Source: an optimization exercise on an open RTL-to-GDS flow (aim: small area, a short achievable clock period and few clock cycles per item). Production flows keep margins and buffers that such runs may drop.
Function was checked by simulation only, so behaviour that the tests miss may differ from the original.
Power figures rest on the tool's default switching activity, not on a simulated workload.

File: design/flow/config.mk
export PLATFORM = sky130hd
export DESIGN_NAME = factorial_core
export DESIGN_NICKNAME = factorial_core
export VERILOG_FILES = /design/flow/design.v
export SDC_FILE = /design/flow/constraint.sdc
export NUM_CORES = 4
export LEC_CHECK = 0
export ABC_AREA = 1
export CAP_MARGIN = 20
export CORE_MARGIN = 2
export CORE_UTILIZATION = 40
export SLEW_MARGIN = 20
File: design/flow/constraint.sdc
create_clock -name core_clock -period 10.0 [get_ports {clk}]
set_input_delay 2.0000 -clock core_clock [delete_from_list [all_inputs] [get_ports {clk}]]
set_output_delay 2.0000 -clock core_clock [all_outputs]
set_load 0.01 [all_outputs]
File: design/flow/design.v
module factorial_core #(
    parameter int unsigned MAX_N = 20
) (
    input  logic             clk,
    input  logic             reset_n,
    input  logic             fifo_empty,
    input  logic [31:0]      fifo_dout,
    output logic             fifo_rd_en,
    output logic [63:0]      result,
    output logic             result_valid,
    input  logic             result_ready,
    output logic             overflow,
    output logic             busy
);
    logic        r_ok;
    logic        r_hs;
    logic        r_z;
    logic        w_pend;     
    logic        w_v0;       
    logic        w_v1;       
    logic [4:0]  r_c0;       
    logic [4:0]  r_c1;       
    logic [4:0]  w_code;
    logic        w_hs;
    logic        w_rd;
    logic [63:0] w_fact;
    assign w_code = {fifo_dout[4:3] | {2{|fifo_dout[31:5]}}, fifo_dout[2:0]};
    assign w_pend = r_hs && !r_z;
    assign w_v0   = r_ok ? r_z : r_hs;
    assign w_v1   = !r_ok && r_hs && r_z;
    assign w_hs   = w_v0 && result_ready;
    assign w_rd   = !fifo_empty && (r_ok || (r_hs && result_ready));
    logic w_l000;
    logic w_l001;
    logic w_l002;
    logic w_l003;
    logic w_l004;
    logic w_l005;
    logic w_l006;
    logic w_l007;
    logic w_l008;
    logic w_l009;
    logic w_l010;
    logic w_l011;
    logic w_l012;
    logic w_l013;
    logic w_l014;
    logic w_l015;
    logic w_l016;
    logic w_l017;
    logic w_l018;
    logic w_l019;
    logic w_l020;
    logic w_l021;
    logic w_l022;
    logic w_l023;
    logic w_l024;
    logic w_l025;
    logic w_l026;
    logic w_l027;
    logic w_l028;
    logic w_l029;
    logic w_l030;
    logic w_l031;
    logic w_l032;
    logic w_l033;
    logic w_l034;
    logic w_l035;
    logic w_l036;
    logic w_l037;
    logic w_l038;
    logic w_l039;
    logic w_l040;
    logic w_l041;
    assign w_l014 = r_c0[4] & ~r_c0[3];
    assign w_l015 = w_l014 & ~r_c0[2];
    assign w_fact[39] = w_l015 & r_c0[1];
    assign w_fact[47] = w_fact[39] & ~r_c0[0];
    assign w_l016 = ~(r_c0[1] | r_c0[0]);
    assign w_l017 = w_l016 & w_l014;
    assign w_fact[54] = w_l017 & r_c0[2];
    assign w_l018 = r_c0[1] & r_c0[0];
    assign w_fact[53] = w_l018 & w_l015;
    assign w_fact[55] = w_fact[53] | w_fact[54];
    assign w_l019 = ~r_c0[4] & r_c0[3];
    assign w_l020 = w_l019 & r_c0[2];
    assign w_fact[13] = w_l020 & ~r_c0[0];
    assign w_l021 = ~(w_l018 | w_l016);
    assign w_l022 = w_l021 & w_l015;
    assign w_fact[27] = w_l022 | w_fact[13];
    assign w_l023 = w_fact[27] & ~r_c0[1];
    assign w_fact[23] = w_l023 | w_fact[55];
    assign w_l024 = ~(w_l021 | r_c0[2]);
    assign w_l025 = w_l021 & r_c0[2];
    assign w_l026 = ~(w_l025 | w_l024);
    assign w_l027 = w_l018 & ~r_c0[2];
    assign w_fact[11] = ~w_l027 & w_l019;
    assign w_l028 = ~(w_l019 | w_l015);
    assign w_l029 = ~w_l028 & r_c0[1];
    assign w_l030 = w_l015 & ~r_c0[1];
    assign w_l031 = ~(w_l030 | w_l017);
    assign w_l032 = w_l026 & w_l019;
    assign w_fact[18] = w_l032 | ~w_l031;
    assign w_l033 = w_fact[18] & ~r_c0[2];
    assign w_fact[16] = w_l033 | w_l029;
    assign w_l034 = ~w_fact[16] & w_fact[11];
    assign w_l035 = w_l019 & ~r_c0[2];
    assign w_l036 = w_l035 & r_c0[1];
    assign w_fact[10] = w_l036 | w_l034;
    assign w_l037 = w_fact[10] & r_c0[0];
    assign w_l038 = w_l020 & r_c0[0];
    assign w_fact[41] = w_l017 | w_l015;
    assign w_l039 = ~(w_fact[41] | w_l038);
    assign w_fact[25] = ~w_l039 | w_l037;
    assign w_fact[37] = w_fact[25] & w_l026;
    assign w_fact[46] = w_fact[37] & w_fact[23];
    assign w_fact[42] = w_fact[54] | w_fact[47];
    assign w_l040 = ~(w_l039 | w_fact[10]);
    assign w_l041 = ~(w_l040 | w_fact[27]);
    assign w_fact[26] = ~(w_l041 | w_fact[42]);
    assign w_l000 = w_fact[26] & r_c0[1];
    assign w_fact[36] = w_l000 | w_fact[46];
    assign w_fact[45] = w_fact[54] | w_fact[39];
    assign w_fact[17] = w_l029 & ~w_l027;
    assign w_fact[20] = w_fact[17] | w_l017;
    assign w_l001 = w_fact[20] & w_fact[27];
    assign w_fact[34] = w_l001 | ~w_l031;
    assign w_l002 = r_c0[1] & ~r_c0[0];
    assign w_fact[33] = ~w_l002 & w_l015;
    assign w_fact[32] = ~(w_l039 | w_l026);
    assign w_fact[31] = w_fact[46] | w_fact[47];
    assign w_fact[44] = w_l015 & ~r_c0[0];
    assign w_fact[29] = w_l038 | w_l030;
    assign w_fact[30] = w_fact[29] | w_l001;
    assign w_fact[24] = w_fact[29] & ~w_fact[27];
    assign w_l003 = ~w_l002 & w_l020;
    assign w_fact[28] = w_l003 | w_fact[24];
    assign w_l004 = w_fact[16] & ~w_fact[53];
    assign w_fact[22] = w_l004 & w_fact[25];
    assign w_fact[21] = w_fact[20] | w_l037;
    assign w_l005 = ~(w_fact[32] | w_fact[27]);
    assign w_fact[19] = ~(w_l005 | w_fact[44]);
    assign w_fact[15] = ~(w_l028 | r_c0[1]);
    assign w_l006 = w_l002 & w_l035;
    assign w_fact[14] = w_l006 | w_l003;
    assign w_l007 = ~(r_c0[4] | r_c0[3]);
    assign w_fact[4] = w_l007 & r_c0[2];
    assign w_l008 = w_fact[4] & r_c0[1];
    assign w_l009 = w_l035 & ~r_c0[1];
    assign w_fact[7] = w_l009 | w_l008;
    assign w_l010 = ~(w_fact[7] | w_l020);
    assign w_l011 = ~(w_l010 | w_l021);
    assign w_fact[12] = w_l011 | w_l036;
    assign w_fact[40] = w_l040 & ~w_fact[47];
    assign w_fact[9] = w_l008 | w_l006;
    assign w_l012 = w_fact[4] & w_l018;
    assign w_fact[8] = w_l012 | w_l035;
    assign w_fact[6] = w_l007 & w_l025;
    assign w_fact[5] = w_fact[4] & r_c0[0];
    assign w_fact[3] = w_fact[4] & ~r_c0[1];
    assign w_fact[2] = w_l007 & w_l027;
    assign w_l013 = w_l007 & ~r_c0[2];
    assign w_fact[1] = w_l013 & r_c0[1];
    assign w_fact[0] = w_l013 & ~r_c0[1];
    assign { w_fact[63:56], w_fact[52:48], w_fact[43], w_fact[38], w_fact[35] } = { 2'h0, w_fact[54], 4'h0, w_fact[55], w_fact[39], 1'h0, w_fact[47], w_fact[42], w_fact[46], w_fact[39], w_fact[31], w_fact[31] };
    assign fifo_rd_en   = w_rd;
    assign result       = w_fact;
    assign overflow     = r_c0 > 5'(MAX_N);
    assign result_valid = w_v0;
    assign busy         = w_v0 || w_pend;
    logic w_nv0;
    logic w_nv1;
    logic w_nok;
    always_comb begin
        if (w_v0) begin
            w_nv0 = !w_hs || w_v1 || w_pend;
            w_nv1 = !w_hs && (w_v1 || w_pend);
        end else begin
            w_nv0 = w_pend;
            w_nv1 = 1'b0;
        end
        w_nok = !w_nv1 && !(w_nv0 && w_rd);
    end
    always_ff @(posedge clk or negedge reset_n) begin
        if (!reset_n) begin
            r_ok <= 1'b0;
            r_hs <= 1'b0;
            r_z  <= 1'b0;
        end else begin
            r_ok <= w_nok;
            r_hs <= w_nok ? (w_rd && !w_nv0) : 1'b1;
            r_z  <= w_nok ? w_nv0 : w_nv1;
        end
    end
    always_ff @(posedge clk) begin
        if (w_hs || !w_v0) r_c0 <= w_v1 ? r_c1 : w_code;
        if (w_hs || !w_v1) r_c1 <= w_code;
    end
endmodule
File: design/flow/flow/run.sh
#!/bin/bash
set -euo pipefail
here=$(pwd)
{
  cat <<'EOT'
proc use_flow_abc_script {name1 name2 op} {
  upvar #0 abc_args a
  set i [lsearch -exact $a -script]
  if {$i >= 0 && [lindex $a [expr {$i + 1}]] ne $::env(FLOW_ABC_SCRIPT)} {
    lset a [expr {$i + 1}] $::env(FLOW_ABC_SCRIPT)
  }
}
trace add variable ::abc_args write use_flow_abc_script
EOT
  cat synth_recipe.tcl
} > flow_synth.tcl
export FLOW_ABC_SCRIPT="$here/flow/area.abc"
sed "s#SYNTH_SCRIPT=[^ ]*#SYNTH_SCRIPT=$here/flow_synth.tcl#" standard.sh > flow_standard.sh
export BUFFER_PORTS_ARGS="-buffer_cell sky130_fd_sc_hd__buf_1"
export SETUP_SLACK_MARGIN=5.2
export SKIP_REPAIR_TIE_FANOUT=1
for step in synth floorplan place cts route finish; do
  bash flow_standard.sh "$step" > "log_$step.txt" 2>&1
done
File: design/flow/flow/area.abc
strash; dch -f; map -a; mfs2; strash; dch -f; map -a; topo; stime -c; buffer -c; dnsize -c
File: design/flow/standard.sh
#!/bin/bash
# synth_recipe.tcl (not shown) runs the flow's synth.tcl, then flattens the netlist and writes it again
# the make line also repeats each setting of config.mk as NAME=value (left out here)
make -C /OpenROAD-flow-scripts/flow DESIGN_CONFIG=/design/flow/config.mk WORK_HOME=/design/flow/orfs CLKGATE_MAP_FILE= SYNTH_SCRIPT=/design/flow/synth_recipe.tcl "${@:-finish}"
==> run summary, run 1 <==
* Max Cap Violations at 0
* Gr usage total at 18.1%
* Count of final max-slew check failures at 0
* Row count at 19
* Hold Violations, Final at 0
* Core area at around 0.0028 mm^2
* Fmax at 215 MHz
* Reg-to-reg startpoint: r_ok
* Die Span Y at 58.1 um
* HP Start: r_c1[1]
* CTS clock-pin slew for the worst setup and hold paths at 0.08 ns
* Share of cells above drive strength 1 at 8.15%
* Area growth, synth to finish at 31.6%
* CP Capture Point: result[35]
* Switching Power at 80.0 uW
* Clk buf depth at 2
* Storage element area at roughly 380 um^2
* Yosys warning count at 1
* Sw Share at between 40% and 50%
* Synth Area per Inst at ~6.5 um^2
* Largest stage delay, worst path at approximately 0.43 ns
* Worst R2R End: r_c1[3]
* Comb pwr share at a little under half
* Final Util at 55.8%
* Synthesized net count at between 200 and 250
* Fin nets at ~310
* Crit path required time at 8.00 ns
* Setup violators final at 0
* Syn Inst Count at 181
* Post-route insts no fill at around 300
* Worst setup startpoint: r_c0[0]
* First-pass GRT wire length at 4890 um
* Arrival @ worst endpoint at 2.65 ns
* Hold Crit Class: reg -> reg
* TritonCTS Buffers at 3
* Commonest non-fill, non-tap cells in the layout: buf_1, nor2_1, nand2_1, inv_1, o21ai_0
* Num ports at 104
* Setup tns final at 0 ns
* Clk_skew at 0.00361 ns
* Post-Synth XOR/XNOR Area at 0%
* CP Depth at 15
* Crit path launch type: flop
* RSZ-0062 raised after global routing: false
* Clock latency (worst-skew pair) at between 0.2 and 0.3 ns
* CTS tree: yes
* Footprint of the multi-input gates at about 550 um^2
* Initial antenna violation count at 0
* Largest fanout on the critical path at 4
* Post-DP HPWL at between 2000 and 3000 um
* Run status: timing/DRC/antenna clean
* DR WL/cell at approximately 11 um
* Buf/Inv on CP at 3
* Most common cell type on the critical path: nand2_1
* Simple-gate area share of the yosys netlist at 29.9%
* Full die area at 0.00337 mm^2
* Period utilization at 46.5%
* Setup crit end kind: output port
* Largest net degree at the start of global routing at 12
* Placed inst area at 0.00144 mm^2
* Synthesized area at 0.00117 mm^2
* Ant diodes at 0
* CP delay by family, top: simple AND/OR/NAND/NOR gates
* Fillers at 298
* Initial Util at 42.4%
* Mux contribution to synthesized area at 0%
* Compound-Gate Fraction of Synth Area at 10.9%
* GPL Wtd Cong at roughly 0.9
* DRC at 0
* FF-to-FF setup slack at 8.53 ns
* Reg2Reg Depth at 4
* DRT iter0 DRCs at 81
* Clock share of power at 16.0%
* Via count at between 1,000 and 1,500
* Adder-Cell Fraction of Synth Area at 4.28%
* Die X at between 50 and 60 um
* Final Cell Area at 0.00154 mm^2
* Most common cell after layout, fill and taps aside: buf_1
* CTS HTree Levels at 1
* Length of the first detailed-routing pass in iterations at 4
* Netlist cell types at 19
* Seq pwr share at 38.0%
* Vias/cell at between 4 and 5
* Pwr/cell area at 126 mW/mm^2
* Seq/Total Area, Yosys at 32.1%
* Slowest cell on crit path: edfxtp_1
* Port Buffers at 96
* Placed cells at 291
* Register bit count reported by yosys at 13
* CP Class: reg -> out
* Clock Tree Root: clkbuf_4
* Worst slack, placed at 5.35 ns
* Lkg Pwr at roughly 0.00073 uW
* Clk sink count at 13
* Routed Antenna Nets at 0
* IR drop worst, VDD at 0.125 mV
* Int Pwr at 114 uW
* Min Clock Period, post-route at 4.65 ns
* Final WL at 3260 um
* Largest family of logic cells by synthesized area: simple AND/OR/NAND/NOR gates
* Vias in the first global route at 1,180
* Final WS setup at approximately 5.3 ns
* Hold-fix buffers, CTS at 0
* Worst path cell trace: inv_4 > ha_1 > ha_4 > a21oi_1 > nand2_1 > a21oi_2 > nand2_1 > nand2_1 > inv_1 > nor2_1 > nor2_1 > nor2_1 > nand2_1 > nand2_2 > clkbuf_2
* GRT overflow at 0
-- worst min path at each step --
stage,endpoint,depth (start not counted),slack (ns)
6_report,r_c0[1],2,0.52
5_1_grt,r_c0[3],2,0.55
4_1_cts,r_c0[1],2,0.52
3_5_place_dp,r_c0[1],2,0.50
3_3_place_gp,r_c0[2],2,0.50
2_1_floorplan,r_c0[0],2,0.49
-- flip-flops by register name, summed over array words and instances, names as in the netlist --
register  count
r_c0          5
r_c1          5
r_hs          1
r_ok          1
r_z           1
-- power groups by stage --
stage          combinational [uW]  clock, uW  sequential [uW]
6_report                     89.2       31.2             73.7
5_1_grt                       100       33.3             74.5
4_1_cts                      79.0       32.6             72.9
3_5_place_dp                 74.5          0             76.3
3_3_place_gp                 74.6          0             76.3
2_1_floorplan                54.9          0             72.9
-- routing by layer --
metal | share of wire [%] | GRT usage (%)
met2 | 52 | 36.2
met1 | 40 | 20.5
met5 | 0 | 0
met3 | 7.6 | 1.79
met4 | 0.80 | 3.65
-- cell type report --
| type | instances | share of cell area [%] |
|---|---|---|
| multi-input cells | 116 | 35.7 |
| repair buffers | 102 | 26.9 |
| flip-flops and latches | 13 | 24.4 |
| inverters | 35 | 8.71 |
| well taps | 31 | 2.52 |
| clock buffers | 3 | 1.46 |
| clock inverters | 1 | 0.325 |
-- what timing repair did --
action / 4_1_cts / 5_1_grt
gates resized for setup: 1 / 12
buffers inserted: 1 / 5
pin swaps: 0 / 2
endpoints found under the setup margin: 6 / 6
-- Yosys cell counts, drive strengths merged --
library cell	number	area, um^2
nor2	41	154
o21ai	12	60.1
buf	17	131
nor4	6	37.5
conb	1	3.75
inv	34	128
a21oi	8	40.0
edfxtp	10	300
nand2	35	131
nand4	1	6.26
clkinv	1	3.75
nand3	1	5.00
o22ai	2	12.5
a211oi	1	7.51
ha	4	50.1
o21bai	1	7.51
dfrtp	3	75.1
nor3	3	15.0
-- tightest hold or removal path: stages (launching register included) --
cell and delay [ns]:
edfxtp_1 0.32, nand2_1 0.05, nand2_1 0.05
-- stage by stage --
step | hold WS [ns] | total power (uW)
2_1_floorplan | 0.494 | 128
3_3_place_gp | 0.502 | 151
3_5_place_dp | 0.503 | 151
4_1_cts | 0.522 | 184
5_1_grt | 0.547 | 208
6_report | 0.520 | 194
-- cells by family after synthesis --
kind of cell	after synthesis
buffers and inverters	52
other	1
AO/OA/AOI/OAI	24
AND/OR/NAND/NOR	87
flip-flops	13
adder cells (fa/ha/maj)	4
Testbench counts, summed over its fixed seeds: cycles 1,048, items 1,024.
==> run 2: changes to the inputs <==
--- a/design/flow/flow/run.sh
+++ b/design/flow/flow/run.sh
@@ -19,3 +19,3 @@
 export BUFFER_PORTS_ARGS="-buffer_cell sky130_fd_sc_hd__buf_1"
-export SETUP_SLACK_MARGIN=5.2
+export SETUP_SLACK_MARGIN=5.38
 export SKIP_REPAIR_TIE_FANOUT=1
==> run summary, run 2 <==
* Run status: timing/DRC/antenna clean
* DRT iter0 DRCs at 66 (-19%)
* Setup tns final at 0 ns (unchanged)
* Final Cell Area at 0.00159 mm^2 (+3.3%)
* CTS tree: yes
* Vias/cell at 4.72 (+0.50%)
* Port Buffers at 96 (unchanged)
* Lkg Pwr at 0.000737 uW (+1.7%)
* CTS clock-pin slew for the worst setup and hold paths at 0.08 ns (about the same)
* Synth Area per Inst at 6.46 um^2 (unchanged)
* Hold-fix buffers, CTS at 0 (unchanged)
* Final Util at 57.6% (+1.9 points)
* Syn Inst Count at 181 (unchanged)
* Crit path required time at 8.00 ns (about the same)
* Regs by FF count: r_c0 (5), r_c1 (5)
* Die Span Y at 58.1 um (unchanged)
* GPL Wtd Cong at 0.917 (+4.3%)
* Pwr/cell area at 130 mW/mm^2 (+2.6%)
* DR WL/cell at 11.4 um (+5.6%)
* Vias in the first global route at 1,201 (+1.8%)
* Share of cells above drive strength 1 at 10.9% (+2.8 points)
* TritonCTS Buffers at 3 (unchanged)
* Yosys warning count at 1 (unchanged)
* Via count at 1,440 (+1.8%)
* Arrival @ worst endpoint at 2.51 ns (-0.14 ns)
* Most common cell in the netlist: nor2_1
* Row count at 19 (unchanged)
* Synth area leader: edfxtp_1
* Gr usage total at 18.5% (+0.32 points)
* Num ports at 104 (unchanged)
* Full die area at 0.00337 mm^2 (unchanged)
* Worst slack, placed at 5.33 ns (-0.0145 ns)
* Hold slack at 0.525 ns (+0.00491 ns)
* Length of the first detailed-routing pass in iterations at 5 (+1)
* Number of flops mapped to enable cells by yosys at 10 (unchanged)
* Synthesized area at 0.00117 mm^2 (unchanged)
* Min Clock Period, post-route at 4.51 ns (-0.146 ns)
* Fmax at 222 MHz (+3.2%)
* Setup crit end kind: output port
* Final WL at 3480 um (+7.0%)
* GRT overflow at 0 (unchanged)
* Ranking of synthesized cells by area: edfxtp_1, nor2_1, nand2_1
* Clk_skew at 0.00109 ns (-0.00252 ns)
* Placed inst area at 0.00144 mm^2 (+0.17%)
* Period utilization at 45.1% (-1.5 points)
* Final WS setup at 5.49 ns (+0.146 ns)
* Clock latency (worst-skew pair) at 0.27 ns (about the same)
* Initial Util at 42.4% (unchanged)
* Clk sink count at 13 (unchanged)
* Setup violators final at 0 (unchanged)
* Synth Flop Type: edfxtp_1
* CTS HTree Levels at 1 (unchanged)
* Initial antenna violation count at 0 (unchanged)
* RSZ-0062 raised after global routing: false
* Core area at 0.00276 mm^2 (unchanged)
* Register bit count reported by yosys at 13 (unchanged)
* Most common cell after layout, fill and taps aside: buf_1
* First-pass GRT wire length at 4910 um (+0.41%)
* Largest net degree at the start of global routing at 12 (unchanged)
* DRC at 0 (unchanged)
* Ant diodes at 0 (unchanged)
* Largest fanout on the critical path at 3 (-1)
* Seq/Total Area, Yosys at 32.1% (unchanged)
* Routed Antenna Nets at 0 (unchanged)
* Crit path launch type: primary input
* Fin nets at 315 (+1.3%)
* Synthesized net count at 221 (unchanged)
* CP Class: in -> out
* Commonest non-fill, non-tap cells in the layout: buf_1, nor2_1, nand2_1, inv_1, o21ai_0
* Max Cap Violations at 0 (unchanged)
* Netlist cell types at 19 (unchanged)
* Top post-synthesis cells by count: nor2_1, nand2_1, inv_1, buf_4, o21ai_0
* Clock Tree Root: clkbuf_4
* Count of final max-slew check failures at 0 (unchanged)
* Clk buf depth at 2 (unchanged)
* Synth top area share at 25.7% (unchanged)
* Fillers at 305 (+2.3%)
* Area growth, synth to finish at 36.0%
* Hold Violations, Final at 0 (unchanged)
* IR drop worst, VDD at 0.127 mV (+1.5%)
* Post-DP HPWL at 2720 um (+0.50%)
* Ys async rst share at 23.1% (unchanged)
* Die X at 58.1 um (unchanged)
* Hold Crit Class: reg -> reg
==> run 2: cell types whose count changed in the layout (fill, tap and decap cells not counted), moves of 2 or more <==
cell / delta
buf_1: +2
clkbuf_2: -2
nor2_2: +3
nor2_1: -3
buf_4: +4
==> run 2: path summary, 6_finish.rpt <==
kind / start / to / slack (ns) / depth (start not counted)
worst max-delay path: result_ready / fifo_rd_en / 5.49 / 4
worst min-delay path: r_c1[0] / r_c0[0] / 0.52 / 2
worst max register to register: r_ok / r_c1[4] / 8.52 / 4
worst min register to register: r_c1[0] / r_c0[0] / 0.52 / 2
max in group asynchronous: reset_n / r_z / 8.34 / 1
min in group asynchronous: reset_n / r_hs / 1.51 / 1
==> run 2: timing repair <==
item | in CTS | in global routing
gates resized for setup | 4 | 11
setup endpoints to repair | 11 | 9
pin swaps | 0 | 1
gates cloned | 0 | 0
setup buffers | 3 | 7
==> run 2: per-stage QoR <==
step,total power (uW),std cells
2_1_floorplan,128,181
4_1_cts,189,298
5_1_grt,220,305
3_5_place_dp,152,291
6_report,206,305
3_3_place_gp,152,291
==> run 2: cell type report <==
| type | instances | area (um^2) | area share, % |
|---|---|---|---|
| Clock inverter | 1 | 5.00 | 0.315 |
| Clock buffer | 3 | 22.5 | 1.42 |
| Inverter | 35 | 133 | 8.35 |
| Sequential cell | 13 | 375 | 23.6 |
| Multi-Input combinational cell | 116 | 574 | 36.1 |
| Tap cell | 31 | 38.8 | 2.44 |
| Timing Repair Buffer | 106 | 440 | 27.7 |
==> run 2: routing by layer <==
metal | global-route usage (%) | wire length [um]
met1 | 21.0 | 1400
met2 | 35.6 | 1830
met3 | 2.46 | 239
met4 | 4.98 | 15
met5 | 0 | 0
==> run 2: worst max-delay path, cell delays in order <==
cell     delay [ns]
buf_1          0.12
a21oi_1        0.09
nor2_1         0.12
buf_1          0.17
==> run 2: cell families (layout without fill, tap and decap cells) <==
family | Yosys count | in the layout | synth area share, %
and+or+nand+nor | 87 | 87 | 29.9
DFF | 13 | 13 | 32.1
other | 1 | 1 | 0.321
buffers and inverters | 52 | 145 | 22.5
adders and majority gates | 4 | 4 | 4.28
AOI/OAI and AO/OA | 24 | 24 | 10.9
==> run 2: where the power goes <==
group	switching (uW)	leakage (uW)	internal (uW)
registers	5.20	0.000129	67.6
logic	63.1	0.000591	38.6
clock network	16.7	0.0000177	14.8
==> run 3: changes to the inputs <==
--- a/design/flow/flow/run.sh
+++ b/design/flow/flow/run.sh
@@ -19,3 +19,3 @@
 export BUFFER_PORTS_ARGS="-buffer_cell sky130_fd_sc_hd__buf_1"
-export SETUP_SLACK_MARGIN=5.38
+export SETUP_SLACK_MARGIN=5.45
 export SKIP_REPAIR_TIE_FANOUT=1
==> design/flow/flow/area.abc (replaced) <==
strash; dch -f; map -D 1200; mfs2; strash; dch -f; map -D 1200; topo; stime -c; buffer -c; dnsize -c
==> run summary, run 3 <==
* Clk buf depth at 2 (unchanged)
* DRT iter0 DRCs at 44 (-33%)
* Reg-to-reg startpoint: r_ok
* Commonest non-fill, non-tap cells in the layout: buf_1, nand2_1, nor2_1, inv_1, buf_4
* Post-DP HPWL at 2520 um (-7.2%)
* Synth top area share at 25.9% (+0.19 points)
* First-pass GRT wire length at 4740 um (-3.5%)
* Max Cap Violations at 0 (unchanged)
* Core area at 0.00276 mm^2 (unchanged)
* Fin nets at 314 (-0.32%)
* Worst path cell trace: buf_1 > a21oi_1 > nor2_1 > clkbuf_2
* Period utilization at 45.1% (about the same)
* Most common cell in the netlist: nand2_1
* Largest stage delay, worst path at 0.15 ns (-0.02 ns)
* Largest net degree at the start of global routing at 11 (-1)
* Gr usage total at 17.5% (-0.97 points)
* Netlist cell types at 21 (+2)
* Setup violators final at 0 (unchanged)
* Lkg Pwr at 0.000728 uW (-1.3%)
* Ranking of synthesized cells by area: edfxtp_1, nand2_1, nor2_1
* CP Class: in -> out
* Synth area leader: edfxtp_1
* Hold Crit Class: reg -> reg
* Clk sink count at 13 (unchanged)
* Setup crit end kind: output port
* Initial antenna violation count at 0 (unchanged)
* Pwr/cell area at 127 mW/mm^2 (-2.4%)
* DRC at 0 (unchanged)
* Num ports at 104 (unchanged)
* Regs by FF count: r_c0 (5), r_c1 (5)
* Footprint of the multi-input gates at 593 um^2 (+3.3%)
* Die X at 57.9 um (-0.34%)
* Area growth, synth to finish at 39.1%
* Ant diodes at 0 (unchanged)
* Synth Area per Inst at 6.52 um^2 (+0.92%)
* Full die area at 0.00335 mm^2 (-0.69%)
* Yosys warning count at 1 (unchanged)
* Worst slack, placed at 5.43 ns (+0.0996 ns)
* Via count at 1,411 (-2.0%)
* Port Buffers at 96 (unchanged)
* Worst setup startpoint: result_ready
* Syn Inst Count at 178 (-1.7%)
* Clock latency (worst-skew pair) at 0.26 ns (about the same)
* Synthesized area at 0.00116 mm^2 (-0.75%)
* Seq/Total Area, Yosys at 32.4% (+0.24 points)
* Largest fanout on the critical path at 3 (unchanged)
* Register bit count reported by yosys at 13 (unchanged)
* Die Span Y at 57.9 um (-0.34%)
* GRT overflow at 0 (unchanged)
* Setup tns final at 0 ns (unchanged)
* Vias/cell at 4.64 (-1.7%)
* DR WL/cell at 10.2 um (-10%)
* Fillers at 283 (-7.2%)
* Number of flops mapped to enable cells by yosys at 10 (unchanged)
* Length of the first detailed-routing pass in iterations at 4 (-1)
* Min Clock Period, post-route at 4.51 ns (+0.00427 ns)
* Crit path required time at 8.00 ns (about the same)
* Routed Antenna Nets at 0 (unchanged)
* Fmax at 222 MHz (about the same)
* Initial Util at 42.1% (-0.32 points)
* Storage element area at 375 um^2 (unchanged)
* Ys async rst share at 23.1% (unchanged)
* Crit path launch type: primary input
* Reg2Reg Depth at 4 (unchanged)
* Run status: timing/DRC/antenna clean
* Share of cells above drive strength 1 at 12.5% (+1.5 points)
* RSZ-0062 raised after global routing: false
* CTS clock-pin slew for the worst setup and hold paths at 0.08 ns (about the same)
* Arrival @ worst endpoint at 2.51 ns (about the same)
* Top post-synthesis cells by count: nand2_1, nor2_1, inv_1, buf_4
* Slowest cell on crit path: nor2_1
* CP Capture Point: fifo_rd_en
* Final WL at 3110 um (-11%)
* FF-to-FF setup slack at 8.51 ns (about the same)
* IR drop worst, VDD at 0.0962 mV (-24%)
* Clk_skew at 0.000263 ns (-0.000832 ns)
* CTS tree: yes
* Clock Tree Root: clkbuf_4
* TritonCTS Buffers at 3 (unchanged)
* Worst R2R End: r_c1[4]
* Count of final max-slew check failures at 0 (unchanged)
* Final WS setup at 5.49 ns (-0.00427 ns)
* Synthesized net count at 218 (-1.4%)
* Row count at 19 (unchanged)
* Vias in the first global route at 1,182 (-1.6%)
* Hold Violations, Final at 0 (unchanged)
* CTS HTree Levels at 1 (unchanged)
* Most common cell after layout, fill and taps aside: buf_1
* Synth Flop Type: edfxtp_1
* GPL Wtd Cong at 0.819 (-11%)
run 3: cell count changes in the layout (fill, tap and decap cells not counted), sizes merged, moves of 2 or more:
cell	change
nand2	+5
a21oi	-2
inv	-2
clkbuf	-3
buf	+5
nor2	-5
o21ai	-2
run 3: how the worst min path moves through the flow:
| stage | from | depth (start not counted) | endpoint |
|---|---|---|---|
| 6_report | r_c1[2] | 2 | r_c0[2] |
| 5_1_grt | r_c1[1] | 2 | r_c0[1] |
| 4_1_cts | r_c1[2] | 2 | r_c0[2] |
| 3_5_place_dp | r_c1[2] | 2 | r_c0[2] |
| 3_3_place_gp | r_c1[0] | 2 | r_c0[0] |
| 2_1_floorplan | r_c1[0] | 2 | r_c0[0] |
run 3: cell families after synthesis:
family	after synthesis	share of synthesized area, %
flip-flops	13	32.4
other	1	0.323
buffers and inverters	50	22.0
AND/OR/NAND/NOR	89	31.1
AO/OA/AOI/OAI	21	9.93
adder cells (fa/ha/maj)	4	4.32
run 3: cell type report:
type	instances	share of cell area, %
tap	31	2.40
sequential	13	23.3
clock buffer	3	1.40
timing repair buffer	108	28.1
inverter	33	7.76
multi-input combinational	115	36.8
clock inverter	1	0.310
run 3: routing by layer:
layer / global-route usage, % / share of wire, %
met1: 20.1 / 40
met2: 33.0 / 52
met3: 2.01 / 7.6
met4: 6.31 / 0.64
met5: 0 / 0
run 3: metrics by stage:
stage / instance area, um^2 / instances / util [%] / hold WS (ns) / total power [uW]
global placement: 1450 / 288 / 52.5 / 0.503 / 153
CTS: 1550 / 301 / 56.2 / 0.526 / 193
detailed placement: 1450 / 288 / 52.5 / 0.507 / 153
floorplan: 1180 / 178 / - / 0.494 / 131
finish: 1610 / 304 / 58.5 / 0.522 / 204
global route: 1610 / 304 / 58.5 / 0.562 / 220
run 3: power by group:
part	leakage, uW	internal (uW)	switching, uW
sequential	0.000129	67.6	6.16
combinational	0.000581	38.7	60.9
clock	0.0000177	14.8	15.9
total	0.000728	121	82.9
run 3: timing repair:
item,4_1_cts,5_1_grt
resized for setup,4,6
pin swaps,2,4
hold buffers,0,0
buffers inserted,9,3
endpoints found under the setup margin,10,14
run 3: critical path, delay by kind of cell:
family                 cells  cell delay (ns)
AND/OR/NAND/NOR            1             0.15
buffers and inverters      2             0.26
AO/OA/AOI/OAI              1             0.09
==> run 4: changes to the inputs <==
==> design/flow/flow/area.abc (replaced) <==
strash; dch -f; map -D 1800; mfs2; strash; dch -f; map -D 1800; topo; stime -c; buffer -c; dnsize -c
==> run summary, run 4 <==
* Run status: timing/DRC/antenna clean
* Num ports at 104 (unchanged)
* Hold Crit Class: reg -> reg
* Int Pwr at 122 uW (+0.45%)
* Clock Tree Root: clkbuf_4
* GRT overflow at 0 (unchanged)
* DRT iter0 DRCs at 44 (unchanged)
* First-pass GRT wire length at 4840 um (+2.0%)
* Synth Flop Type: edfxtp_1
* Largest fanout on the critical path at 3 (unchanged)
* Top sig layer: met4
* Clk sink count at 13 (unchanged)
* Ranking of synthesized cells by area: edfxtp_1, nor2_1, nand2_1
* Buf/Inv on CP at 2 (unchanged)
* Arrival @ worst endpoint at 2.47 ns (-0.04 ns)
* Fmax at 224 MHz (+0.96%)
* Setup tns final at 0 ns (unchanged)
* Pwr/cell area at 127 mW/mm^2 (+0.39%)
* Sw Share at 41.0% (+0.38 points)
* Setup crit end kind: output port
* RSZ-0062 raised after global routing: false
* CTS clock-pin slew for the worst setup and hold paths at 0.08 ns (about the same)
* Initial Util at 42.4% (+0.32 points)
* Placed inst area at 0.00144 mm^2 (-0.43%)
* Die Span Y at 58.1 um (+0.35%)
* Hold Violations, Final at 0 (unchanged)
* Routed wl met2 at 1700 um (+5.7%)
* CP Class: in -> out
* Lkg Pwr at 0.000765 uW (+5.0%)
* Synthesized area at 0.00117 mm^2 (+0.76%)
* Min Clock Period, post-route at 4.47 ns (-0.0428 ns)
* Top post-synthesis cells by count: nor2_1, nand2_1, inv_1, buf_4, o21ai_0
* Largest family of logic cells by synthesized area: simple AND/OR/NAND/NOR gates
* Clk buf depth at 2 (unchanged)
* Commonest non-fill, non-tap cells in the layout: buf_1, nor2_1, nand2_1, inv_1, buf_4
* IR drop worst, VDD at 0.122 mV (+27%)
* Ant diodes at 0 (unchanged)
* GPL Wtd Cong at 0.871 (+6.3%)
* Count of final max-slew check failures at 0 (unchanged)
* TritonCTS Buffers at 3 (unchanged)
* Post-Synth XOR/XNOR Area at 0% (unchanged)
* CTS tree: yes
* Seq pwr share at 35.5% (-0.6 points)
* Most common cell in the netlist: nor2_1
* Max Cap Violations at 0 (unchanged)
* Final Cell Area at 0.00162 mm^2 (+0.70%)
* Clk_skew at 0.000480 ns (+0.000218 ns)
* Vias/cell at 4.73 (+1.8%)
* Most common cell after layout, fill and taps aside: buf_1
* Initial antenna violation count at 0 (unchanged)
* Area growth, synth to finish at 39.0% (about the same)
* Mux contribution to synthesized area at 0% (unchanged)
* Switching Power at 84.6 uW (+2.0%)
* Clock latency (worst-skew pair) at 0.27 ns (about the same)
* Seq/Total Area, Yosys at 32.1% (-0.24 points)
* Synth top area share at 25.7% (-0.19 points)
* Simple-gate area share of the yosys netlist at 29.9% (-1.2 points)
* Worst path cell trace: clkbuf_2 > a21oi_2 > nor2_1 > buf_2
* Largest stage delay, worst path at 0.15 ns (about the same)
* Core area at 0.00276 mm^2 (unchanged)
* Number of flops mapped to enable cells by yosys at 10 (unchanged)
* CP delay by family, top: buffers and inverters
* Power Total at 206 uW (+1.1%)
* Worst slack, placed at 5.41 ns (-0.0189 ns)
* Post-DP HPWL at 2630 um (+4.3%)
* Met3 wire len at 235 um (-0.42%)
* Synth Area per Inst at 6.46 um^2 (-0.91%)
* Crit path launch type: primary input
* Die X at 58.1 um (+0.35%)
* Syn Inst Count at 181 (+1.7%)
* Vias in the first global route at 1,190 (+0.68%)
* Compound-Gate Fraction of Synth Area at 10.9% (+1.0 points)
* Final WL at 3330 um (+6.9%)
* Period utilization at 44.7% (-0.43 points)
* Share of cells above drive strength 1 at 14.1% (+1.6 points)
* Crit path required time at 8.00 ns (about the same)
* Synthesized net count at 221 (+1.4%)
* CTS HTree Levels at 1 (unchanged)
* Gr usage total at 17.8% (+0.29 points)
* DRC at 0 (unchanged)
* Comb pwr share at 49.2% (+0.4 points)
* Yosys warning count at 1 (unchanged)
* Register bit count reported by yosys at 13 (unchanged)
* Slowest cell on crit path: a21oi_2
* Setup violators final at 0 (unchanged)
* Regs by FF count: r_c0 (5), r_c1 (5)
* Netlist cell types at 19 (-9.5%)
* Fin nets at 318 (+1.3%)
* Fillers at 274 (-3.2%)
* Full die area at 0.00337 mm^2 (+0.69%)
* Routed Antenna Nets at 0 (unchanged)
* Row count at 19 (unchanged)
* Final Util at 58.9% (+0.41 points)
* Final WS setup at 5.53 ns (+0.0428 ns)
* Largest net degree at the start of global routing at 12 (+1)
* Adder-Cell Fraction of Synth Area at 4.28% (-0.032 points)
* Synth area leader: edfxtp_1
* DR WL/cell at 10.8 um (+5.5%)
* Port Buffers at 96 (unchanged)
* M1 WL at 1350 um (+7.6%)
* Length of the first detailed-routing pass in iterations at 4 (unchanged)
* Via count at 1,456 (+3.2%)
* Ys async rst share at 23.1% (unchanged)
* Clock share of power at 15.3% (+0.3 points)
## run 4: cell count changes after synthesis, sizes merged, moves of 2 or more
| cell | before | now |
|---|---|---|
| a21oi | 6 | 8 |
| nand2 | 40 | 35 |
| inv | 32 | 34 |
| o21ai | 10 | 12 |
| nor2 | 36 | 41 |
## run 4: final timing paths
| kind | cells past startpoint | slack (ns) | start | to |
|---|---|---|---|---|
| max | 4 | 5.53 | result_ready | fifo_rd_en |
| min | 2 | 0.52 | r_c1[2] | r_c0[2] |
| max reg2reg | 4 | 8.47 | r_ok | r_c1[0] |
| min reg2reg | 2 | 0.52 | r_c1[2] | r_c0[2] |
| max in group asynchronous | 1 | 8.32 | reset_n | r_z |
| min in group asynchronous | 1 | 1.52 | reset_n | r_hs |
## run 4: cell type report
cell class,instances,area (um^2),share of cell area [%]
multi-input combinational,116,583,35.9
inverter,35,133,8.17
clock buffer,3,22.5,1.39
clock inverter,1,5.00,0.308
sequential,13,375,23.1
tap,31,38.8,2.39
timing repair buffer,109,467,28.7
## run 4: through the flow
stage               hold slack (ns)  instances
finish                        0.520        308
global route                  0.551        308
CTS                           0.522        299
detailed placement            0.502        291
global placement              0.502        291
floorplan                     0.494        181
## run 4: per-layer routing
layer / vias up / global-route usage [%]
met5: - / 0
met4: 0 / 5.98
met3: 4 / 1.56
met2: 69 / 33.1
met1: 636 / 21.3
li1: 747 / -
## run 4: cells by family after synthesis
family,after synthesis
and+or+nand+nor,87
DFF,13
other,1
buffers and inverters,52
adders and majority gates,4
AOI/OAI and AO/OA,24
## run 4: power by group through the flow
stage | Combinational [uW] | Clock [uW] | Sequential [uW]
6_report | 101 | 31.6 | 73.1
5_1_grt | 113 | 34.6 | 73.6
4_1_cts | 83.5 | 32.6 | 72.5
3_5_place_dp | 75.4 | 0 | 76.2
3_3_place_gp | 75.6 | 0 | 76.3
2_1_floorplan | 56.0 | 0 | 72.9
## run 4: what timing repair did
action | CTS | global route
gates resized for setup | 6 | 15
endpoints found under the setup margin | 11 | 14
buffers inserted | 4 | 9
pin swaps | 1 | 1
hold buffers | 0 | 0
## run 4: tightest hold or removal path, stage by stage (launching register included)
cell	delay (ns)
edfxtp_1	0.32
nand2_1	0.05
nand2_1	0.05
==> run 5: changes to the inputs <==
--- a/design/flow/flow/run.sh
+++ b/design/flow/flow/run.sh
@@ -13,2 +13,4 @@
 trace add variable ::abc_args write use_flow_abc_script
+# no half/full adder cells: they would only come from XORs in the table
+set ::env(ADDER_MAP_FILE) ""
 EOT
@@ -19,3 +21,3 @@
 export BUFFER_PORTS_ARGS="-buffer_cell sky130_fd_sc_hd__buf_1"
-export SETUP_SLACK_MARGIN=5.45
+export SETUP_SLACK_MARGIN=5.3
 export SKIP_REPAIR_TIE_FANOUT=1
==> design/flow/flow/area.abc (replaced) <==
strash; dch -f; map -a; mfs2; strash; dch -f; map -a; topo; stime -c; buffer -c; dnsize -c
==> run summary, run 5 <==
* Switching Power at 73.2 uW (-13%)
* Synthesized net count at 222 (+0.45%)
* Synth Area per Inst at 6.13 um^2 (-5.0%)
* RSZ-0062 raised after global routing: false
* Most common cell in the netlist: nor2_1
* Seq pwr share at 40.9% (+5.4 points)
* Setup crit end kind: output port
* Arrival @ worst endpoint at 2.51 ns (+0.04 ns)
* Clk buf depth at 2 (unchanged)
* Initial antenna violation count at 0 (unchanged)
* Synth top area share at 26.3% (+0.62 points)
* Most common cell after layout, fill and taps aside: buf_1
* Ranking of synthesized cells by area: edfxtp_1, nor2_1, nand2_1
* Pwr/cell area at 122 mW/mm^2 (-3.9%)
* CTS HTree Levels at 1 (unchanged)
* Length of the first detailed-routing pass in iterations at 4 (unchanged)
* GRT overflow at 0 (unchanged)
* Num ports at 104 (unchanged)
* Placed inst area at 0.00142 mm^2 (-1.9%)
* Syn Inst Count at 186 (+2.8%)
* Crit path launch type: primary input
* Run status: timing/DRC/antenna clean
* Initial Util at 41.7% (-0.64 points)
* Final Cell Area at 0.00148 mm^2 (-8.9%)
* FF-to-FF setup slack at 8.50 ns (+0.03 ns)
* Port Buffers at 96 (unchanged)
* Clk sink count at 13 (unchanged)
* Clk_skew at 0.000314 ns (-0.000166 ns)
* Vias in the first global route at 1,181 (-0.76%)
* Min Clock Period, post-route at 4.51 ns (+0.0472 ns)
* Worst slack, placed at 5.49 ns (+0.0817 ns)
* CTS tree: yes
* Die Span Y at 57.4 um (-1.1%)
* Final WL at 2980 um (-11%)
* Share of cells above drive strength 1 at 4.03% (-10 points)
* Setup violators final at 0 (unchanged)
* Regs by FF count: r_c0 (5), r_c1 (5)
* Lkg Pwr at 0.000695 uW (-9.1%)
* Die X at 57.4 um (-1.1%)
* Netlist cell types at 18 (-1)
* Clock share of power at 17.0% (+1.7 points)
* CTS clock-pin slew for the worst setup and hold paths at 0.08 ns (about the same)
* Number of flops mapped to enable cells by yosys at 10 (unchanged)
* Vias/cell at 4.49 (-4.9%)
* Clock latency (worst-skew pair) at 0.26 ns (about the same)
* Max Cap Violations at 0 (unchanged)
* Row count at 19 (unchanged)
* First-pass GRT wire length at 4690 um (-3.0%)
* Hold Violations, Final at 0 (unchanged)
* Full die area at 0.00330 mm^2 (-2.2%)
* Area growth, synth to finish at 29.6%
* Register bit count reported by yosys at 13 (unchanged)
* Gr usage total at 17.1% (-0.64 points)
* Synth area leader: edfxtp_1
* Yosys warning count at 1 (unchanged)
* Int Pwr at 107 uW (-12%)
* Final WS setup at 5.49 ns (-0.0472 ns)
* CP Class: in -> out
* TritonCTS Buffers at 3 (unchanged)
* Clock Tree Root: clkbuf_4
* Largest fanout on the critical path at 3 (unchanged)
* Commonest non-fill, non-tap cells in the layout: buf_1, nor2_1, nand2_1, inv_1
* GPL Wtd Cong at 0.899 (+3.2%)
* Period utilization at 45.1% (+0.47 points)
* Top post-synthesis cells by count: nor2_1, nand2_1, inv_1, buf_4, o21ai_0
* Ant diodes at 0 (unchanged)
* Post-DP HPWL at 2580 um (-1.9%)
* Ys async rst share at 23.1% (unchanged)
* Fin nets at 310 (-2.5%)
* Core area at 0.00273 mm^2 (-0.86%)
* Via count at 1,366 (-6.2%)
* Crit path required time at 8.00 ns (about the same)
* Setup tns final at 0 ns (unchanged)
* Comb pwr share at 42.1% (-7.1 points)
* DRT iter0 DRCs at 77 (+75%)
* DRC at 0 (unchanged)
* Footprint of the multi-input gates at 510 um^2 (-12%)
* Hold Crit Class: reg -> reg
* Fillers at 300 (+9.5%)
* IR drop worst, VDD at 0.0891 mV (-27%)
* Largest net degree at the start of global routing at 11 (-1)
* Count of final max-slew check failures at 0 (unchanged)
* Seq/Total Area, Yosys at 32.9% (+0.77 points)
* Sw Share at 40.6% (-0.44 points)
* Routed Antenna Nets at 0 (unchanged)
* Storage element area at 375 um^2 (unchanged)
* Fmax at 222 MHz (-1.0%)
* DR WL/cell at 9.79 um (-9.4%)
* Synthesized area at 0.00114 mm^2 (-2.4%)
* Synth Flop Type: edfxtp_1
run 5: cell count changes in the layout (fill, tap and decap cells not counted), moves of 3 or more:
cell	delta
nand2_1	+8
inv_1	+4
inv_2	-3
buf_1	+7
nor2_1	+8
buf_4	-9
buf_2	-4
clkbuf_2	-3
run 5: final timing paths:
path | startpoint | endpoint | cells past startpoint
max | result_ready | fifo_rd_en | 4
min | r_c1[1] | r_c0[1] | 2
max reg2reg | r_ok | r_c1[0] | 4
min reg2reg | r_c1[1] | r_c0[1] | 2
max in group asynchronous | reset_n | r_ok | 1
min in group asynchronous | reset_n | r_z | 1
run 5: stage by stage:
| step | std cells | power, uW | hold WS (ns) | utilization (%) |
|---|---|---|---|---|
| final | 304 | 180 | 0.521 | 54.1 |
| after global routing | 304 | 195 | 0.557 | 54.1 |
| after CTS | 300 | 177 | 0.522 | 52.8 |
| after detailed placement | 296 | 145 | 0.503 | 51.8 |
| after global placement | 296 | 146 | 0.504 | 51.8 |
| after floorplan | 186 | 123 | 0.494 | - |
run 5: final cells by class:
class	instances	share of cell area, %
sequential	13	25.4
timing repair buffer	100	26.4
multi-input combinational	120	34.5
clock buffer	3	1.52
tap	31	2.62
inverter	36	9.22
clock inverter	1	0.338
run 5: routing by layer:
metal	track usage, %	vias up	wire length, um
li1	-	728	-
met5	0	-	0
met4	4.98	0	26
met1	22.0	581	1250
met3	2.04	2	215
met2	30.0	55	1490
run 5: worst max-delay path, stage by stage:
cell and delay (ns):
buf_1 0.13, a21oi_1 0.10, nor2_1 0.12, buf_1 0.16
run 5: cells by family (layout without fill, tap and decap cells):
kind of cell	Yosys count	after routing	synth area share (%)
simple gates	98	98	34.1
buf+inv	53	140	22.8
other cells	1	1	0.329
compound gates	20	20	9.10
flops	13	13	32.9
xor+xnor	1	1	0.768
run 5: timing repair:
item | CTS | global route
hold buffers | 0 | 0
endpoints found under the setup margin | 2 | 3
buffers inserted | 0 | 4
gates resized for setup | 2 | 3
run 5: power by group through the flow:
stage               combinational [uW]  sequential (uW)  clock (uW)
floorplan                         50.7             72.4           0
global placement                  69.7             75.9           0
detailed placement                69.6             75.8           0
CTS                               70.1             74.7        32.3
global route                      85.6             74.8        34.3
finish                            75.9             73.8        30.7
==> run 6: changes to the inputs <==
--- a/design/flow/flow/run.sh
+++ b/design/flow/flow/run.sh
@@ -21,3 +21,3 @@
 export BUFFER_PORTS_ARGS="-buffer_cell sky130_fd_sc_hd__buf_1"
-export SETUP_SLACK_MARGIN=5.3
+export SETUP_SLACK_MARGIN=5.4
 export SKIP_REPAIR_TIE_FANOUT=1
--- a/design/flow/config.mk
+++ b/design/flow/config.mk
@@ -9,4 +9,4 @@
 export CAP_MARGIN = 20
-export CORE_MARGIN = 2
-export CORE_UTILIZATION = 40
+export CORE_AREA = 2 2 60 60
+export DIE_AREA = 0 0 62 62
 export SLEW_MARGIN = 20
==> run summary, run 6 <==
* Register bit count reported by yosys at 13 (unchanged)
* Worst setup startpoint: result_ready
* TritonCTS Buffers at 3 (unchanged)
* Largest net degree at the start of global routing at 11 (unchanged)
* Post-route insts no fill at 320 (+5.3%)
* Fmax at 221 MHz (-0.37%)
* Clock Tree Root: clkbuf_4
* Reg-to-reg startpoint: r_ok
* Final Cell Area at 0.00151 mm^2 (+1.9%)
* CTS tree: yes
* Crit path launch type: primary input
* Placed cells at 311 (+5.1%)
* Commonest non-fill, non-tap cells in the layout: buf_1, nor2_1, nand2_1, inv_1
* CTS clock-pin slew for the worst setup and hold paths at 0.08 ns (about the same)
* RSZ-0062 raised after global routing: false
* Share of cells above drive strength 1 at 4.38% (+0.35 points)
* Fin nets at 311 (+0.32%)
* Hold-fix buffers, CTS at 0 (unchanged)
* Synth Flop Type: edfxtp_1
* Max Cap Violations at 0 (unchanged)
* Clk buf depth at 2 (unchanged)
* Pwr/cell area at 122 mW/mm^2 (+0.13%)
* GPL Wtd Cong at 0.875 (-2.6%)
* Synth top area share at 26.3% (unchanged)
* Via count at 1,397 (+2.3%)
* Gr usage total at 16.2% (-0.92 points)
* Synthesized area at 0.00114 mm^2 (unchanged)
* Crit path required time at 8.00 ns (about the same)
* HP Start: r_c1[2]
* Port Buffers at 96 (unchanged)
* GRT overflow at 0 (unchanged)
* Area growth, synth to finish at 32.0%
* DRT iter0 DRCs at 103 (+34%)
* Largest fanout on the critical path at 3 (unchanged)
* Initial Util at 34.7% (-7.0 points)
* Most common cell in the netlist: nor2_1
* Regs by FF count: r_c0 (5), r_c1 (5)
* Hold Crit Class: reg -> reg
* Syn Inst Count at 186 (unchanged)
* DRC at 0 (unchanged)
* CTS HTree Levels at 1 (unchanged)
* Ant diodes at 0 (unchanged)
* Die Span Y at 62 um (+8.0%)
* Clock latency (worst-skew pair) at 0.26 ns (about the same)
* Yosys warning count at 1 (unchanged)
* Seq/Total Area, Yosys at 32.9% (unchanged)
* Vias/cell at 4.37 (-2.8%)
* Die X at 62 um (+8.0%)
* Clk sink count at 13 (unchanged)
* Arrival @ worst endpoint at 2.53 ns (+0.02 ns)
* Setup violators final at 0 (unchanged)
* Run status: timing/DRC/antenna clean
* Lkg Pwr at 0.000702 uW (+1.0%)
* Full die area at 0.00384 mm^2 (+17%)
* First-pass GRT wire length at 4810 um (+2.5%)
* Hold Violations, Final at 0 (unchanged)
* Num ports at 104 (unchanged)
* CP Class: in -> out
* Top post-synthesis cells by count: nor2_1, nand2_1, inv_1, buf_4, o21ai_0
* Hold slack at 0.524 ns (+0.00287 ns)
* Netlist cell types at 18 (unchanged)
* Ys async rst share at 23.1% (unchanged)
* Length of the first detailed-routing pass in iterations at 4 (unchanged)
* DR WL/cell at 9.91 um (+1.2%)
* Routed Antenna Nets at 0 (unchanged)
* Count of final max-slew check failures at 0 (unchanged)
* Post-DP HPWL at 2720 um (+5.7%)
* Synth Area per Inst at 6.13 um^2 (unchanged)
* Placed inst area at 0.00143 mm^2 (+1.3%)
* Vias in the first global route at 1,161 (-1.7%)
* Core area at 0.00328 mm^2 (+20%)
* Power Total at 184 uW (+2.0%)
* Clk_skew at 0.00142 ns (+0.00111 ns)
* Most common cell after layout, fill and taps aside: buf_1
* IR drop worst, VDD at 0.0789 mV (-12%)
* Synth area leader: edfxtp_1
* Ranking of synthesized cells by area: edfxtp_1, nor2_1, nand2_1
* Row count at 21 (+2)
* Final WL at 3170 um (+6.6%)
* Min Clock Period, post-route at 4.53 ns (+0.0166 ns)
* Setup tns final at 0 ns (unchanged)
* Period utilization at 45.3% (+0.17 points)
* Number of flops mapped to enable cells by yosys at 10 (unchanged)
* Setup crit end kind: output port
* Initial antenna violation count at 0 (unchanged)
* Synthesized net count at 222 (unchanged)
* Fillers at 396 (+32%)
## run 6: timing repair
item,CTS,global route
hold endpoints to repair,0,0
pin swaps,0,0
resized for setup,1,5
endpoints found under the setup margin,5,6
setup buffers,3,2
## run 6: cell type report
cell class | instances | area (um^2) | share of cell area [%]
clock buffer | 4 | 26.3 | 1.74
inverter | 36 | 136 | 9.05
multi-input combinational | 120 | 512 | 34.0
sequential | 13 | 375 | 24.9
tap | 46 | 57.6 | 3.82
timing repair buffer | 101 | 399 | 26.5
## run 6: worst max-delay path, stage by stage
cell,delay [ns]
buf_1,0.10
a21oi_1,0.21
nor2_1,0.08
clkbuf_2,0.13
## run 6: logic make-up after synthesis
group           count (synthesis)  synth area share [%]
compound gates                 20                  9.10
xor+xnor                        1                 0.768
buf+inv                        53                  22.8
flops                          13                  32.9
other cells                     1                 0.329
simple gates                   98                  34.1
## run 6: per-layer routing
layer	vias up	track usage, %	share of wire, %
li1	730	-	-
met1	609	19.9	41
met2	54	29.0	51
met3	4	1.86	6.6
met4	0	5.78	0.73
met5	-	0	0
## run 6: worst paths after layout
check	endpoint	slack, ns	depth (start not counted)
min in group asynchronous	r_z	1.53	1
max	fifo_rd_en	5.47	4
max reg2reg	r_c1[0]	8.49	4
max in group asynchronous	r_hs	8.32	1
min	r_c0[2]	0.52	2
min reg2reg	r_c0[2]	0.52	2
## run 6: report_power, final
part / internal [uW] / total (uW) / switching, uW / leakage, uW
logic: 26.0 / 79.1 / 53.1 / 0.000558
registers: 67.6 / 73.7 / 6.11 / 0.000129
clock network: 15.4 / 31.1 / 15.7 / 0.0000150
## run 6: stage by stage
stage               utilization, %  setup slack, ns
floorplan                        -             5.55
global placement              43.7             5.52
detailed placement            43.7             5.46
CTS                           45.2             5.46
global route                  45.9             5.39
finish                        45.9             5.47
==> run 7: changes to the inputs <==
--- a/design/flow/flow/run.sh
+++ b/design/flow/flow/run.sh
@@ -21,3 +21,3 @@
 export BUFFER_PORTS_ARGS="-buffer_cell sky130_fd_sc_hd__buf_1"
-export SETUP_SLACK_MARGIN=5.4
+export SETUP_SLACK_MARGIN=5.35
 export SKIP_REPAIR_TIE_FANOUT=1
==> run summary, run 7 <==
* Initial antenna violation count at 0 (unchanged)
* Setup crit end kind: output port
* Synth top area share at 26.3% (unchanged)
* Fmax at 220 MHz (-0.27%)
* Final Util at 45.0% (-0.91 points)
* Final WS setup at 5.46 ns (-0.0121 ns)
* Synthesized area at 0.00114 mm^2 (unchanged)
* Gr usage total at 16.0% (-0.17 points)
* Number of flops mapped to enable cells by yosys at 10 (unchanged)
* Full die area at 0.00384 mm^2 (unchanged)
* Pwr/cell area at 122 mW/mm^2 (-0.22%)
* Area growth, synth to finish at 29.4%
* Die Span Y at 62 um (unchanged)
* Final WL at 3150 um (-0.69%)
* RSZ-0062 raised after global routing: false
* Min Clock Period, post-route at 4.54 ns (+0.0121 ns)
* Lkg Pwr at 0.000683 uW (-2.7%)
* Most common cell after layout, fill and taps aside: buf_1
* Netlist cell types at 18 (unchanged)
* Period utilization at 45.4% (+0.12 points)
* Reg2Reg Depth at 4 (unchanged)
* Synth Area per Inst at 6.13 um^2 (unchanged)
* Hold Crit Class: reg -> reg
* Commonest non-fill, non-tap cells in the layout: buf_1, nor2_1, nand2_1, inv_1
* Synthesized net count at 222 (unchanged)
* Length of the first detailed-routing pass in iterations at 4 (unchanged)
* Via count at 1,393 (-0.29%)
* Clk buf depth at 2 (unchanged)
* Largest net degree at the start of global routing at 11 (unchanged)
* Hold-fix buffers, CTS at 0 (unchanged)
* Num ports at 104 (unchanged)
* Vias/cell at 4.39 (+0.66%)
* GPL Wtd Cong at 0.875 (unchanged)
* Setup violators final at 0 (unchanged)
* Seq/Total Area, Yosys at 32.9% (unchanged)
* DRC at 0 (unchanged)
* Hold path cells at 2 (unchanged)
* CTS HTree Levels at 1 (unchanged)
* Initial Util at 34.7% (unchanged)
* Synth area leader: edfxtp_1
* TritonCTS Buffers at 3 (unchanged)
* GRT overflow at 0 (unchanged)
* IR drop worst, VDD at 0.0797 mV (+1.0%)
* Hold slack at 0.524 ns (unchanged)
* Power Total at 180 uW (-2.2%)
* Fin nets at 308 (-0.96%)
* Worst slack, placed at 5.46 ns (unchanged)
* Port Buffers at 96 (unchanged)
* Adder-Cell Fraction of Synth Area at 0% (unchanged)
* Routed Antenna Nets at 0 (unchanged)
* Yosys warning count at 1 (unchanged)
* Hold Violations, Final at 0 (unchanged)
* Vias in the first global route at 1,137 (-2.1%)
* Regs by FF count: r_c0 (5), r_c1 (5)
* Mux contribution to synthesized area at 0% (unchanged)
* Largest family of logic cells by synthesized area: simple AND/OR/NAND/NOR gates
* CP Class: in -> out
* Ys async rst share at 23.1% (unchanged)
* Worst R2R End: r_c1[0]
* Post-Synth XOR/XNOR Area at 0.768% (unchanged)
* Ranking of synthesized cells by area: edfxtp_1, nor2_1, nand2_1
* Reg-to-reg startpoint: r_ok
* Simple-gate area share of the yosys netlist at 34.1% (unchanged)
* Clk sink count at 13 (unchanged)
* CTS tree: yes
* DRT iter0 DRCs at 78 (-24%)
* Count of final max-slew check failures at 0 (unchanged)
* Crit path required time at 8.00 ns (about the same)
* Synth Flop Type: edfxtp_1
* Ant diodes at 0 (unchanged)
* Clock latency (worst-skew pair) at 0.26 ns (about the same)
* Crit path launch type: primary input
* Core area at 0.00328 mm^2 (unchanged)
* First-pass GRT wire length at 4750 um (-1.1%)
* Max Cap Violations at 0 (unchanged)
* Clock Tree Root: clkbuf_4
* Run status: timing/DRC/antenna clean
* Syn Inst Count at 186 (unchanged)
* Share of cells above drive strength 1 at 2.21% (-2.2 points)
* Register bit count reported by yosys at 13 (unchanged)
* Top post-synthesis cells by count: nor2_1, nand2_1, inv_1, buf_4, o21ai_0
* Clk_skew at 0.00131 ns (-0.000116 ns)
* DR WL/cell at 9.94 um (+0.25%)
* CTS clock-pin slew for the worst setup and hold paths at 0.08 ns (about the same)
* Row count at 21 (unchanged)
* Largest fanout on the critical path at 3 (unchanged)
* Setup tns final at 0 ns (unchanged)
* Compound-Gate Fraction of Synth Area at 9.10% (unchanged)
* FF-to-FF setup slack at 8.49 ns (about the same)
* Hold worst-path end: r_c0[2]
* Most common cell in the netlist: nor2_1
* HP Start: r_c1[2]
* Die X at 62 um (unchanged)
* Arrival @ worst endpoint at 2.54 ns (about the same)
* Post-DP HPWL at 2720 um (unchanged)
run 7: worst max-delay path, cell delays in order:
cell,delay (ns)
buf_1,0.13
a21oi_1,0.11
nor2_1,0.14
buf_1,0.17
run 7: per-stage QoR:
step / cells / cell area (um^2)
2_1_floorplan: 186 / 1140
3_3_place_gp: 311 / 1430
3_5_place_dp: 311 / 1430
4_1_cts: 315 / 1460
5_1_grt: 317 / 1480
6_report: 317 / 1480
run 7: how the worst max path moves through the flow:
| stage | slack, ns | startpoint | endpoint | depth (start not counted) |
|---|---|---|---|---|
| 3_3_place_gp | 5.52 | result_ready | fifo_rd_en | 4 |
| 6_report | 5.46 | result_ready | fifo_rd_en | 4 |
| 4_1_cts | 5.36 | r_c0[1] | result[22] | 13 |
| 2_1_floorplan | 5.55 | r_c0[1] | result[36] | 14 |
| 3_5_place_dp | 5.46 | result_ready | fifo_rd_en | 4 |
| 5_1_grt | 5.36 | r_c0[0] | result[22] | 13 |
run 7: where the power goes:
group / internal, uW / switching (uW) / total, uW
clock network: 15.4 / 15.7 / 31.2
registers: 67.6 / 6.48 / 74.1
logic: 22.8 / 51.9 / 74.7
total: 106 / 74.1 / 180
run 7: cell type report:
| cell class | instances | area (um^2) |
|---|---|---|
| multi-input combinational | 120 | 505 |
| timing repair buffer | 98 | 375 |
| tap | 46 | 57.6 |
| clock buffer | 4 | 26.3 |
| sequential | 13 | 375 |
| fill | 401 | 1810 |
| inverter | 36 | 136 |
run 7: cells by family (layout without fill, tap and decap cells):
kind of cell / count (synthesis) / in the layout
simple gates: 98 / 98
buf+inv: 53 / 138
compound gates: 20 / 20
flops: 13 / 13
other cells: 1 / 1
xor+xnor: 1 / 1
run 7: layer usage:
layer | track usage [%] | routed length (um) | up-vias
met5 | 0 | 0 | -
met4 | 5.17 | 8 | 0
met3 | 1.66 | 191 | 2
met2 | 28.9 | 1610 | 52
met1 | 19.9 | 1340 | 614
li1 | - | - | 725
run 7: repair_timing:
item                       in CTS  in global routing
pin swaps                       0                  0
setup endpoints to repair       3                  6
resized for setup               1                  2
buffers inserted                0                  2
==> run 8: changes to the inputs <==
--- a/design/flow/flow/run.sh
+++ b/design/flow/flow/run.sh
@@ -21,3 +21,3 @@
 export BUFFER_PORTS_ARGS="-buffer_cell sky130_fd_sc_hd__buf_1"
-export SETUP_SLACK_MARGIN=5.35
+export SETUP_SLACK_MARGIN=5.2
 export SKIP_REPAIR_TIE_FANOUT=1
==> run summary, run 8 <==
* Commonest non-fill, non-tap cells in the layout: buf_1, nor2_1, nand2_1, inv_1, o21ai_0
* Largest fanout on the critical path at 3 (unchanged)
* Hold path cells at 2 (unchanged)
* Row count at 21 (unchanged)
* Period utilization at 45.4% (unchanged)
* Num ports at 104 (unchanged)
* Int Pwr at 106 uW (about the same)
* Run status: timing/DRC/antenna clean
* Pwr/cell area at 122 mW/mm^2 (-0.11%)
* Final Util at 45.0% (+0.076 points)
* Seq pwr share at 41.3% (about the same)
* Sw Share at 41.2% (about the same)
* Post-DP HPWL at 2720 um (unchanged)
* Min Clock Period, post-route at 4.54 ns (unchanged)
* IR drop worst, VDD at 0.0801 mV (+0.52%)
* CP Class: in -> out
* Max Cap Violations at 0 (unchanged)
* Core area at 0.00328 mm^2 (unchanged)
* Ranking of synthesized cells by area: edfxtp_1, nor2_1, nand2_1
* Most common cell after layout, fill and taps aside: buf_1
* Comb pwr share at 41.4% (about the same)
* Crit path launch type: primary input
* Synth area leader: edfxtp_1
* Power Total at 180 uW (about the same)
* GRT overflow at 0 (unchanged)
* Arrival @ worst endpoint at 2.54 ns (about the same)
* Final WL at 3150 um (-0.13%)
* Seq/Total Area, Yosys at 32.9% (unchanged)
* HP Start: r_c1[2]
* Full die area at 0.00384 mm^2 (unchanged)
* Top post-synthesis cells by count: nor2_1, nand2_1, inv_1, buf_4, o21ai_0
* Worst slack, placed at 5.46 ns (unchanged)
* Netlist cell types at 18 (unchanged)
* Final WS setup at 5.46 ns (unchanged)
* Clk_skew at 0.00131 ns (unchanged)
* Worst R2R End: r_c1[0]
* Synthesized net count at 222 (unchanged)
* Count of final max-slew check failures at 0 (unchanged)
* Most common cell in the netlist: nor2_1
* Ys async rst share at 23.1% (unchanged)
* Hold-fix buffers, CTS at 0 (unchanged)
* Vias/cell at 4.39 (-0.14%)
* Clock Tree Root: clkbuf_4
* Number of flops mapped to enable cells by yosys at 10 (unchanged)
* RSZ-0062 raised after global routing: false
* Setup tns final at 0 ns (unchanged)
* Largest net degree at the start of global routing at 11 (unchanged)
* TritonCTS Buffers at 3 (unchanged)
* Clk buf depth at 2 (unchanged)
* Die Span Y at 62 um (unchanged)
* Fillers at 402 (+0.25%)
* CTS tree: yes
* Synth top area share at 26.3% (unchanged)
* Via count at 1,391 (-0.14%)
* Yosys warning count at 1 (unchanged)
* Synthesized area at 0.00114 mm^2 (unchanged)
* CTS clock-pin slew for the worst setup and hold paths at 0.08 ns (about the same)
* Share of cells above drive strength 1 at 2.21% (unchanged)
* DR WL/cell at 9.92 um (-0.13%)
* Area growth, synth to finish at 29.6%
* Port Buffers at 96 (unchanged)
* Hold worst-path end: r_c0[2]
* FF-to-FF setup slack at 8.49 ns (about the same)
* Gr usage total at 16.0% (unchanged)
* Die X at 62 um (unchanged)
* Initial Util at 34.7% (unchanged)
* GPL Wtd Cong at 0.875 (unchanged)
* Routed Antenna Nets at 0 (unchanged)
* DRT iter0 DRCs at 73 (-6.4%)
* Most common cell type on the critical path: buf_1
* Placed cells at 311 (unchanged)
* DRC at 0 (unchanged)
* Clock latency (worst-skew pair) at 0.26 ns (about the same)
* Clk sink count at 13 (unchanged)
* Synth Flop Type: edfxtp_1
* Ant diodes at 0 (unchanged)
* Initial antenna violation count at 0 (unchanged)
* Reg-to-reg startpoint: r_ok
* Hold Violations, Final at 0 (unchanged)
* Post-route insts no fill at 317 (unchanged)
* CP delay by family, top: buffers and inverters
* Slowest cell on crit path: buf_1
* Fin nets at 308 (unchanged)
* Largest stage delay, worst path at 0.17 ns (about the same)
* Fmax at 220 MHz (unchanged)
* Setup violators final at 0 (unchanged)
* CTS HTree Levels at 1 (unchanged)
* Setup crit end kind: output port
* Synth Area per Inst at 6.13 um^2 (unchanged)
* Lkg Pwr at 0.000679 uW (-0.53%)
* Reg2Reg Depth at 4 (unchanged)
* Clock share of power at 17.3% (about the same)
* Switching Power at 74.1 uW (about the same)
* Vias in the first global route at 1,137 (unchanged)
* Worst path cell trace: buf_1 > a21oi_1 > nor2_1 > buf_1
* Syn Inst Count at 186 (unchanged)
* Crit path required time at 8.00 ns (about the same)
* Regs by FF count: r_c0 (5), r_c1 (5)
* Buf/Inv on CP at 2 (unchanged)
* Length of the first detailed-routing pass in iterations at 4 (unchanged)
* First-pass GRT wire length at 4750 um (unchanged)
* Register bit count reported by yosys at 13 (unchanged)
* Hold Crit Class: reg -> reg
## run 8: cell counts after synthesis
Identical to the previous run, type by type.
## run 8: what timing repair did
item / 4_1_cts / 5_1_grt
setup endpoints to repair: 0 / 6
buffers inserted: 0 / 2
resized for setup: 0 / 2
## run 8: how the worst max path moves through the flow
stage	start	end	slack, ns	cells past startpoint
global placement	result_ready	fifo_rd_en	5.52	4
finish	result_ready	fifo_rd_en	5.46	4
floorplan	r_c0[1]	result[36]	5.55	14
detailed placement	result_ready	fifo_rd_en	5.46	4
global route	r_c0[1]	result[36]	5.22	14
CTS	r_c0[1]	result[22]	5.23	13
## run 8: through the flow
stage | instance area, um^2 | hold WS (ns)
4_1_cts | 1460 | 0.526
3_5_place_dp | 1430 | 0.508
3_3_place_gp | 1430 | 0.509
2_1_floorplan | 1140 | 0.494
6_report | 1480 | 0.524
5_1_grt | 1480 | 0.567
## run 8: power groups by stage
stage	Sequential (uW)	Clock (uW)	Combinational, uW
2_1_floorplan	72.4	0	50.7
3_3_place_gp	76.3	0	69.4
3_5_place_dp	76.4	0	70.5
4_1_cts	75.2	32.2	70.9
5_1_grt	74.9	35.1	85.6
6_report	74.3	31.2	74.6
## run 8: layout make-up
class	count	area (um^2)	area share (%)
clock buffer	4	26.3	1.78
inverter	36	139	9.39
multi-input combinational	120	505	34.2
sequential	13	375	25.4
tap	46	57.6	3.89
timing repair buffer	98	375	25.4
## run 8: cells by family (layout without fill, tap and decap cells)
group	after synthesis	in the layout	synth area share, %
simple gates	98	98	34.1
buf+inv	53	138	22.8
compound gates	20	20	9.10
flops	13	13	32.9
other cells	1	1	0.329
xor+xnor	1	1	0.768
## run 8: per-layer routing
| metal | part of all wire, % | GRT usage [%] | wire (um) | vias up |
|---|---|---|---|---|
| met5 | 0 | 0 | 0 | - |
| met3 | 6.3 | 1.66 | 199 | 2 |
| met4 | 0.25 | 5.17 | 8 | 0 |
| li1 | - | - | - | 726 |
| met1 | 42 | 19.9 | 1330 | 607 |
| met2 | 51 | 28.9 | 1600 | 56 |
## run 8: worst register-to-register path, cell delays in order, from the launching register on
cell and delay, ns:
dfrtp_1 0.41, nor2_1 0.11, inv_1 0.07, nor2_1 0.36, nand2_1 0.26

Re-timed with assumed drivers on the ports (clkbuf_16 on the clock, buf_2 on other inputs), run 8 has 5.436 ns of setup slack against 5.457 ns with ideal ports, and 5.436 ns once port delays also move by the mid clock arrival of 0.281 ns.
